Background: an optimization exercise with open tools, aiming at small area, a short achievable clock period and few clock cycles. Do not read the settings as production practice.
RTL that was checked went through simulation tests only; none was proved equivalent to the original.
No activity file was given, so power comes from the tool's default toggle rates.

// bitmove_top
module bitmove_top #(
    parameter int FIFO_DEPTH = 4
) (
    input  logic                           clk,
    input  logic                           arst_n,
    input  logic                           reg_sel,
    input  logic                           reg_write,
    input  bitmove_pkg::reg_addr_t         reg_addr,
    input  bitmove_pkg::word_t             reg_wdata,
    output bitmove_pkg::word_t             reg_rdata,
    output logic                           done,
    output logic                           mem_req,
    output logic                           mem_we,
    output logic [bitmove_pkg::ADDR_W-1:0] mem_addr,
    output bitmove_pkg::word_t             mem_wdata,
    input  logic                           mem_hold,
    input  bitmove_pkg::word_t             mem_rdata
);
Size: about 170 I/O pins.
Settings: LEC_CHECK=0, CAP_MARGIN=20, CORE_MARGIN=2, CORE_UTILIZATION=40, SETUP_SLACK_MARGIN=3.8, SLEW_MARGIN=20; clock period 8.0 ns.
standard.sh (not shown) runs the stock make flow with config.mk's settings and CLKGATE_MAP_FILE= SYNTH_SCRIPT=/design/flow/synth_recipe.tcl, a recipe that flattens the netlist after the stock synthesis.
==> flow/flow/run.sh <==
#!/bin/bash
# The standard layout with two changes:
#  - synthesis maps logic with Yosys's default ABC script and plain gates
#    for adders (registers are mapped as in the standard synthesis);
#  - each port gets the smallest buffer; timing repair upsizes where needed.
set -euo pipefail
here=$(pwd)
{ head -n 1 synth_recipe.tcl; cat flow/abc_area.tcl; tail -n +2 synth_recipe.tcl; } > own_synth.tcl
sed "s|$here/synth_recipe.tcl|$here/own_synth.tcl|" standard.sh > own_standard.sh
grep -q own_synth.tcl own_standard.sh
export ADDER_MAP_FILE=
export BUFFER_PORTS_ARGS="-buffer_cell sky130_fd_sc_hd__buf_1"
bash own_standard.sh > standard.log 2>&1
==> flow/flow/abc_area.tcl <==
# Sourced into the synthesis script after its first line: ORFS's abc call is
# redirected to Yosys's default ABC mapping script (flops are mapped before abc,
# so the registers are those of the standard synthesis).
proc abc {args} {
  set i [lsearch -exact $args -script]
  if {$i >= 0} { set args [lreplace $args $i [expr {$i + 1}]] }
  set j [lsearch -exact $args -D]
  if {$j >= 0} { set args [lreplace $args $j [expr {$j + 1}]] }
  yosys abc {*}$args
}
The baseline went through all stages and came out clean.
Testbench counts at the start, summed over its fixed seeds: cycles 9,457.
Then changed:
--- a/flow/flow/run.sh
+++ b/flow/flow/run.sh
@@ -2,3 +2,3 @@
 # The standard layout with two changes:
-#  - synthesis maps logic with Yosys's default ABC script and plain gates
+#  - synthesis maps logic with an area-oriented ABC script and plain gates
 #    for adders (registers are mapped as in the standard synthesis);
@@ -10,2 +10,3 @@
 grep -q own_synth.tcl own_standard.sh
+export OWN_ABC_SCRIPT='+strash;&get,-n;&st;&syn2;&dch;&nf,-a,-R,1000;&st;&syn2;&dch;&nf,-a,-R,1000;&put;dnsize'
 export ADDER_MAP_FILE=
==> flow/flow/abc_area.tcl (replaced) <==
# Sourced into the synthesis script after its first line: ORFS's abc call is
# redirected to an area-oriented mapping script (flops are mapped before abc,
# so the registers are those of the standard synthesis).
proc abc {args} {
  set i [lsearch -exact $args -script]
  if {$i >= 0} { set args [lreplace $args $i [expr {$i + 1}] -script $::env(OWN_ABC_SCRIPT)] }
  set j [lsearch -exact $args -D]
  if {$j >= 0} { set args [lreplace $args $j [expr {$j + 1}]] }
  yosys abc {*}$args
}
Settings changed: SETUP_SLACK_MARGIN 3.8 to 4.2.
Effect: Synthesized area came out lower by 6.7%. Via count stays flat. Setup slack is better by 0.094 ns. Design area came out higher by 6.2%. Critical path depth came out higher by 2. Global-route usage came out higher by 2.2 points. Count of clock-buffer cells in the layout came out lower by 8. Wire length came out higher by 4.8%. Total power came out higher by 6.9%. First-iteration DRC count came out lower by 20%.
Then changed:
Settings changed: GPL_TIMING_DRIVEN from default to 0, SETUP_SLACK_MARGIN 4.2 to 4.0.
Synthesized cell count is unchanged. Power decreases by about 11%. Critical path depth fell by 1. Global-route usage goes down by 1.0 points. First-iteration DRC count is lower by about 9%. Routed wire length falls by 7.0%. Die area does not change.
Then changed:
Settings changed: GPL_TIMING_DRIVEN 0 to default.
The new run finished clean.
Via count decreases slightly.
Worst setup slack loses 0.011 ns.
Global-route usage decreases by 0.42 points.
Routed wire length decreases slightly.
Clock-buffer cell count increases by 2.
Synthesized cell count does not change.
Power decreases slightly.
Final cell count decreases slightly.
First-iteration DRC count decreases by a little under a tenth.
Register-to-register slack loses 0.03 ns.
Combinational power decreases by a few percent.

---

Another version of the RTL of bitmove_top (not shown whole).
Size in the first run: ~1500 cells after synthesis, about 240 flip-flops, ~170 I/O pins, roughly 15000 µm² of cells after synthesis.
// bitmove_top
module bitmove_top #(
    parameter int FIFO_DEPTH = 4
) (
    input  logic                           clk,
    input  logic                           arst_n,
    input  logic                           reg_sel,
    input  logic                           reg_write,
    input  bitmove_pkg::reg_addr_t         reg_addr,
    input  bitmove_pkg::word_t             reg_wdata,
    output bitmove_pkg::word_t             reg_rdata,
    output logic                           done,
    output logic                           mem_req,
    output logic                           mem_we,
    output logic [bitmove_pkg::ADDR_W-1:0] mem_addr,
    output bitmove_pkg::word_t             mem_wdata,
    input  logic                           mem_hold,
    input  bitmove_pkg::word_t             mem_rdata
);
export LEC_CHECK = 0
export CAP_MARGIN = 20
export CORE_MARGIN = 2
export CORE_UTILIZATION = 40
export SETUP_SLACK_MARGIN = 4.0
export SLEW_MARGIN = 20
create_clock -name core_clock -period 8.0 [get_ports {clk}]
run.sh (not shown) runs the stock make flow with config.mk's settings and CLKGATE_MAP_FILE= SYNTH_SCRIPT=/design/flow/synth_recipe.tcl, a recipe that flattens the netlist after the stock synthesis.
Stock flow here: none of the scripts above is used.
The first run finished with timing, DRC and antenna clean.
Edit:
SETUP_SLACK_MARGIN = 3.0   (was 4.0)
Synthesized area stays the same.
Critical path depth is lower by 4.
Core utilization fell by 2.8 points.
First-iteration DRC count rises by a few percent.
Synthesized cell count is unchanged.
Total power came out lower by a few percent.
Routed wire length went down by a few percent.
Die area stays the same.
Edit:
==> flow/flow/run.sh (new file) <==
#!/bin/bash
# Standard layout, with the smallest buffer on each port; timing repair
# upsizes the ports that need it.
set -euo pipefail
export BUFFER_PORTS_ARGS="-buffer_cell sky130_fd_sc_hd__buf_1"
bash standard.sh > standard.log 2>&1
==> flow/standard.sh (new file) <==
#!/bin/bash
# synth_recipe.tcl (not shown) runs the flow's synth.tcl, then flattens the netlist and writes it again
# the make line also repeats each setting of config.mk as NAME=value (left out here)
make -C /OpenROAD-flow-scripts/flow DESIGN_CONFIG=/design/flow/config.mk WORK_HOME=/design/flow/orfs CLKGATE_MAP_FILE= SYNTH_SCRIPT=/design/flow/synth_recipe.tcl "${@:-finish}"
removed: flow/run.sh
=> Wire length shrinks by 1.8%. Total power is about the same. Die area stays the same. Sequential power hardly moves. Worst setup slack gets better by 82 ps. Via count came out higher by 0.71%. Final cell count is about the same. Core utilization came out lower by 2.6 points. Synthesized area stays the same. Global-route usage drops by 0.27 points. Design area decreases by about 5%.
No functional check of the RTL was part of any run of this note.

separate check: timing with driven ports:
In the flow no input, the clock included, has a driving cell. The finished layouts below were timed again as built, in two steps.
Step 1: set_driving_cell puts a clkbuf_16 on clk and a buf_2 on each other input, an assumption about the parent block.
Step 2 moves the port delays by t, midway between the first and last clock arrival at a register: inputs arrive t later, outputs are due t later. That takes back most of the time a late clock gives input paths.
Slacks: ideal / step 1 / step 2; pairs: ideal / step 1.
run	t (ns)	setup slack, ns	worst data-port slew with drivers (ns)	pins driven straight from the clock port
the first run of note 1	0.622	3.783 / 3.737 / 3.737	0.06	1
the second run of note 1	0.617	3.877 / 3.720 / 3.720	0.15	1
the third run of note 1	0.601	3.922 / 3.756 / 3.756	0.25	1
the fourth run of note 1	0.613	3.911 / 3.790 / 3.790	0.17	1
the first run of note 2	0.605	3.694 / 3.631 / 3.444	0.09	1
the second run of note 2	0.609	3.098 / 3.075 / 3.075	0.09	1
the third run of note 2	0.625	3.179 / 3.155 / 3.155	0.08	1
After both steps every run listed still meets setup and hold. The setup slack of the first run of note 2, which loses most, moves by -0.063 ns with the drivers and by -0.250 ns with both steps.
